This is an optimization exercise on Yosys and OpenROAD, whose aim is small area, not a production implementation. In this exercise RTL edits were held to simulation tests only and were not proved equivalent to the original. Power and IR drop assume default switching activity.

==> flow/design.v <==
module id_stage_pipe #(
  parameter int XLEN     = 32,
  parameter int NREG     = 32,
  parameter int STALL_CW = 16
) (
  input  logic                     clk,
  input  logic                     rst,
  input  logic                     if_valid,
  input  logic [31:0]              if_instr,
  input  logic [XLEN-1:0]          if_pc,
  output logic                     id_ready,
  input  logic                     ex_ready,
  input  logic                     flush,
  input  logic                     wb_en,
  input  logic [$clog2(NREG)-1:0]  wb_addr,
  input  logic [XLEN-1:0]          wb_data,
  output logic                     ex_valid,
  output logic [XLEN-1:0]          ex_pc,
  output logic [XLEN-1:0]          ex_rs_data,
  output logic [XLEN-1:0]          ex_rt_data,
  output logic [XLEN-1:0]          ex_imm,
  output logic [$clog2(NREG)-1:0]  ex_rd,
  output logic [5:0]               ex_func,
  output logic [2:0]               ex_alu_op,
  output logic                     ex_mem_read,
  output logic                     ex_mem_write,
  output logic                     ex_reg_write,
  output logic                     ex_mem_to_reg,
  output logic [STALL_CW-1:0]      stall_count
);
  localparam int AW = $clog2(NREG);
  logic [5:0]    opcode;
  logic [AW-1:0] rs_addr, rt_addr, rd_addr;
  assign opcode  = if_instr[31:26];
  assign rs_addr = if_instr[21 +: AW];
  assign rt_addr = if_instr[16 +: AW];
  assign rd_addr = if_instr[11 +: AW];
  logic unused_instr_bits;
  assign unused_instr_bits = ^if_instr[25:6];
  logic [3:0]      w_hi, s_hi, t_hi;
  logic [7:0]      w_lo, s_lo, t_lo;
  logic [NREG-1:1] wdec;    
  logic [NREG-1:1] vld;     
  logic [NREG-1:1] rdok;    
  logic [NREG-1:0] ssel, tsel;    
  logic [XLEN-1:0] regs [1:NREG-1];
  for (genvar k = 0; k < 4; k++) begin : g_hi
    assign w_hi[k] = wb_en && (wb_addr[4:3] == 2'(k));
    assign s_hi[k] = (rs_addr[4:3] == 2'(k));
    assign t_hi[k] = (rt_addr[4:3] == 2'(k));
  end
  for (genvar k = 0; k < 8; k++) begin : g_lo
    assign w_lo[k] = (wb_addr[2:0] == 3'(k));
    assign s_lo[k] = (rs_addr[2:0] == 3'(k));
    assign t_lo[k] = (rt_addr[2:0] == 3'(k));
  end
  for (genvar i = 1; i < NREG; i++) begin : g_reg
    and2g u_wd (.a(w_hi[i/8]), .b(w_lo[i%8]), .y(wdec[i]));
    assign rdok[i] = rst && vld[i] && !wdec[i];
    and3g u_sd (.a(s_hi[i/8]), .b(s_lo[i%8]), .c(rdok[i]), .y(ssel[i]));
    and3g u_td (.a(t_hi[i/8]), .b(t_lo[i%8]), .c(rdok[i]), .y(tsel[i]));
    always_ff @(posedge clk) begin
      vld[i] <= rst && (vld[i] || wdec[i]);
    end
    always_ff @(posedge clk) begin
      if (wdec[i]) regs[i] <= wb_data;
    end
  end
  logic byp_rs_a, byp_rt_a;
  assign byp_rs_a = rst && wb_en && (rs_addr != '0);
  assign byp_rt_a = rst && wb_en && (rt_addr != '0);
  and2g u_bs (.a(byp_rs_a), .b(wb_addr == rs_addr), .y(ssel[0]));
  and2g u_bt (.a(byp_rt_a), .b(wb_addr == rt_addr), .y(tsel[0]));
  logic [XLEN-1:0] rs_data, rt_data;
  logic [XLEN-1:0] rdat [NREG];
  always_comb begin
    rdat[0] = wb_data;
    for (int i = 1; i < NREG; i++) rdat[i] = regs[i];
  end
  for (genvar b = 0; b < XLEN; b++) begin : g_rd
    logic [NREG-1:0] col;
    for (genvar i = 0; i < NREG; i++) begin : g_col
      assign col[i] = rdat[i][b];
    end
    ao_sel32 u_rs (.d(col), .s(ssel), .y(rs_data[b]));
    ao_sel32 u_rt (.d(col), .s(tsel), .y(rt_data[b]));
  end
  logic is_r, is_addi, is_lw, is_sw, is_beq;
  assign is_r    = (opcode == 6'h00);
  assign is_addi = (opcode == 6'h08);
  assign is_lw   = (opcode == 6'h23);
  assign is_sw   = (opcode == 6'h2B);
  assign is_beq  = (opcode == 6'h04);
  logic          dec_rw, dec_x, dec_y;
  logic [AW-1:0] dec_dest;
  assign dec_rw   = is_r | is_addi | is_lw;
  assign dec_x    = is_r | is_beq;
  assign dec_y    = is_lw | is_sw;
  assign dec_dest = is_r ? rd_addr : ((is_addi | is_lw) ? rt_addr : '0);
  logic          c_rw, c_x, c_y;
  logic [15:0]   ex_imm_r;
  assign ex_mem_read   = c_rw & c_y;
  assign ex_mem_to_reg = c_rw & c_y;
  assign ex_mem_write  = ~c_rw & c_y;
  assign ex_reg_write  = c_rw;
  assign ex_alu_op     = {1'b0, c_rw & c_x, ~c_rw & c_x};
  assign ex_imm        = {{16{ex_imm_r[15]}}, ex_imm_r};
  assign ex_func       = ex_imm_r[5:0];
  logic rt_is_src, load_use;
  assign rt_is_src = is_r | is_sw | is_beq;
  assign load_use  = ex_valid && ex_mem_read && (ex_rd != '0) && if_valid &&
                     ((ex_rd == rs_addr) || ((ex_rd == rt_addr) && rt_is_src));
  assign id_ready = rst && (flush || (ex_ready && !load_use));
  logic ld;
  assign ld = rst && !flush && ex_ready && !load_use;
  always_ff @(posedge clk) begin
    if (!rst || ld) begin
      ex_pc      <= rst ? if_pc : '0;
      ex_imm_r   <= rst ? if_instr[15:0] : '0;
      ex_rs_data <= rs_data;
      ex_rt_data <= rt_data;
      ex_rd      <= rst ? dec_dest : '0;
      c_rw       <= rst && dec_rw;
      c_x        <= rst && dec_x;
      c_y        <= rst && dec_y;
    end
  end
  always_ff @(posedge clk) begin
    if (!rst)                    ex_valid <= 1'b0;
    else if (flush)              ex_valid <= 1'b0;
    else if (ex_ready)           ex_valid <= if_valid && !load_use;
  end
  always_ff @(posedge clk) begin
    if (!rst)
      stall_count <= '0;
    else if (!flush && ex_ready && load_use && stall_count != '1)
      stall_count <= stall_count + STALL_CW'(1);
  end
endmodule
module and2g (
  input  logic a, b,
  output logic y
);
  assign y = a & b;
endmodule
module and3g (
  input  logic a, b, c,
  output logic y
);
  assign y = a & b & c;
endmodule
module aoi222 (
  input  logic a0, b0, a1, b1, a2, b2,
  output logic y
);
  assign y = ~((a0 & b0) | (a1 & b1) | (a2 & b2));
endmodule
module aoi22 (
  input  logic a0, b0, a1, b1,
  output logic y
);
  assign y = ~((a0 & b0) | (a1 & b1));
endmodule
module ao_sel32 (
  input  logic [31:0] d,
  input  logic [31:0] s,
  output logic        y
);
  logic [10:0] n;
  for (genvar g = 0; g < 10; g++) begin : g_aoi
    aoi222 u (.a0(d[3*g]), .b0(s[3*g]), .a1(d[3*g+1]), .b1(s[3*g+1]),
              .a2(d[3*g+2]), .b2(s[3*g+2]), .y(n[g]));
  end
  aoi22 u_last (.a0(d[30]), .b0(s[30]), .a1(d[31]), .b1(s[31]), .y(n[10]));
  assign y = ~(&n);
endmodule
clock: 5.0 ns
lec_check: 0
cap_margin: 0
core_margin: 2
core_utilization: 50
place_density: 0.6
slew_margin: 0
synth_hierarchical: 1
synth_minimum_keep_size: 0
standard.sh (not shown) runs the stock make flow with config.mk's settings and CLKGATE_MAP_FILE= SYNTH_SCRIPT=/design/flow/synth_recipe.tcl, a recipe that flattens the netlist after the stock synthesis.
==> flow/flow/run.sh <==
#!/bin/bash
# Standard ORFS layout (standard synthesis), with these changes to how the
# layout is built:
#  - port buffers use the smallest buffer cell (buf_1) instead of ORFS's pick;
#  - clock tree synthesis uses clkbuf_8 leaf clusters of up to 16 sinks and
#    adds no dummy loads;
#  - after global routing, gates off the critical paths are downsized
#    (ORFS's RECOVER_POWER step, on all paths).
set -euo pipefail
bash standard.sh \
  BUFFER_PORTS_ARGS="-buffer_cell sky130_fd_sc_hd__buf_1" \
  CTS_ARGS="-sink_clustering_enable -repair_clock_nets -dont_use_dummy_load -buf_list sky130_fd_sc_hd__clkbuf_8 -sink_clustering_size 16 -sink_clustering_max_diameter 80" \
  RECOVER_POWER=100 \
  finish > standard.log 2>&1
The starting point finished but fails on capacitance limit, slew limit.
Next try:
--- a/flow/flow/run.sh
+++ b/flow/flow/run.sh
@@ -3,0 +4,2 @@
+#  - before global placement, flow/downsize.tcl gives the single-load a22oi_2
+#    gates the smallest size (a22oi_1);
@@ -6,3 +8 @@
-#    adds no dummy loads;
-#  - after global routing, gates off the critical paths are downsized
-#    (ORFS's RECOVER_POWER step, on all paths).
+#    adds no dummy loads.
@@ -10,0 +11 @@
+  PRE_GLOBAL_PLACE_TCL="$PWD/flow/downsize.tcl" \
@@ -13 +13,0 @@
-  RECOVER_POWER=100 \
==> flow/flow/downsize.tcl (new file) <==
# Before global placement: the read-port AND-OR-INVERT gates that synthesis
# mapped to a22oi_2 each drive a single gate input, so they take the
# smallest size of the same cell (a22oi_1).
set n 0
foreach inst [get_cells -hierarchical *] {
  if {[get_property $inst ref_name] ne "sky130_fd_sc_hd__a22oi_2"} { continue }
  set out [get_pins -of_objects $inst -filter "direction==output"]
  set loads [get_pins -of_objects [get_nets -of_objects $out] -filter "direction==input"]
  if {[llength $loads] <= 2} {
    replace_cell $inst sky130_fd_sc_hd__a22oi_1
    incr n
  }
}
puts "downsize: $n a22oi_2 cells replaced by a22oi_1"
=> The new run finished clean. Design area hardly moves. Clock power stays flat. Total power stays flat. Worst hold slack hardly moves. Count of clock-buffer cells in the layout is unchanged. Global-route usage is about the same. Worst setup slack improves by 490 ps. Wire length went down slightly. Via count went up slightly. Die area stays the same.
Next try:
==> flow/flow/run.sh (replaced) <==
#!/bin/bash
# Standard ORFS layout, with two changes to how the layout is built:
#  - port buffers use the smallest buffer cell (buf_1) instead of ORFS's pick;
#  - clock tree synthesis uses clkbuf_8 with small sink clusters and adds no
#    dummy loads.
set -euo pipefail
bash standard.sh \
  BUFFER_PORTS_ARGS="-buffer_cell sky130_fd_sc_hd__buf_1" \
  CTS_ARGS="-sink_clustering_enable -repair_clock_nets -dont_use_dummy_load -buf_list sky130_fd_sc_hd__clkbuf_8 -sink_clustering_size 16 -sink_clustering_max_diameter 80" \
  finish > standard.log 2>&1
- CORE_UTILIZATION: 50 -> 56
- PLACE_DENSITY: 0.6 -> 0.66
removed: flow/flow/downsize.tcl
After rerunning: The changed run ran to the end with no violations. Count of clock-buffer cells in the layout stays the same. Cell count went down by a few percent. Worst hold slack is better by 7.9 ps. Sequential share of layout area went down by 0.47 points. Clock power went down slightly.

==> re-timing with driven ports <==
In the flow no input, the clock included, has a driving cell. The finished layouts below were timed again as built, in two steps.
Step 1 (the two cells are an assumption about what drives the block):
set clk [get_ports {clk}]
set_driving_cell -lib_cell sky130_fd_sc_hd__clkbuf_16 $clk
set_driving_cell -lib_cell sky130_fd_sc_hd__buf_2 [delete_from_list [all_inputs] $clk]
Step 2 moves the port delays by t, midway between the first and last clock arrival at a register: inputs arrive t later, outputs are due t later. That takes back most of the time a late clock gives input paths.
Slacks: no drivers / after step 1 / after step 2; pairs: no drivers / after step 1.
| run | shift t [ns] | slack for setup (ns) | hold slack, ns | worst setup path after step 2 | cell pins on the clock port's net |
|---|---|---|---|---|---|
| the first run | 0.786 | 0.419 / 0.436 / -0.349 | 0.477 / 0.477 / 0.477 | input to register | 1 |
| the second run | 0.798 | 0.912 / 0.882 / 0.562 | 0.477 / 0.477 / 0.477 | input to register | 1 |
| the third run | 0.772 | 0.855 / 0.823 / 0.481 | 0.485 / 0.485 / 0.485 | input to register | 1 |
The setup slack of the first run, which loses most, moves by +0.017 ns with the drivers and by -0.768 ns with both steps.
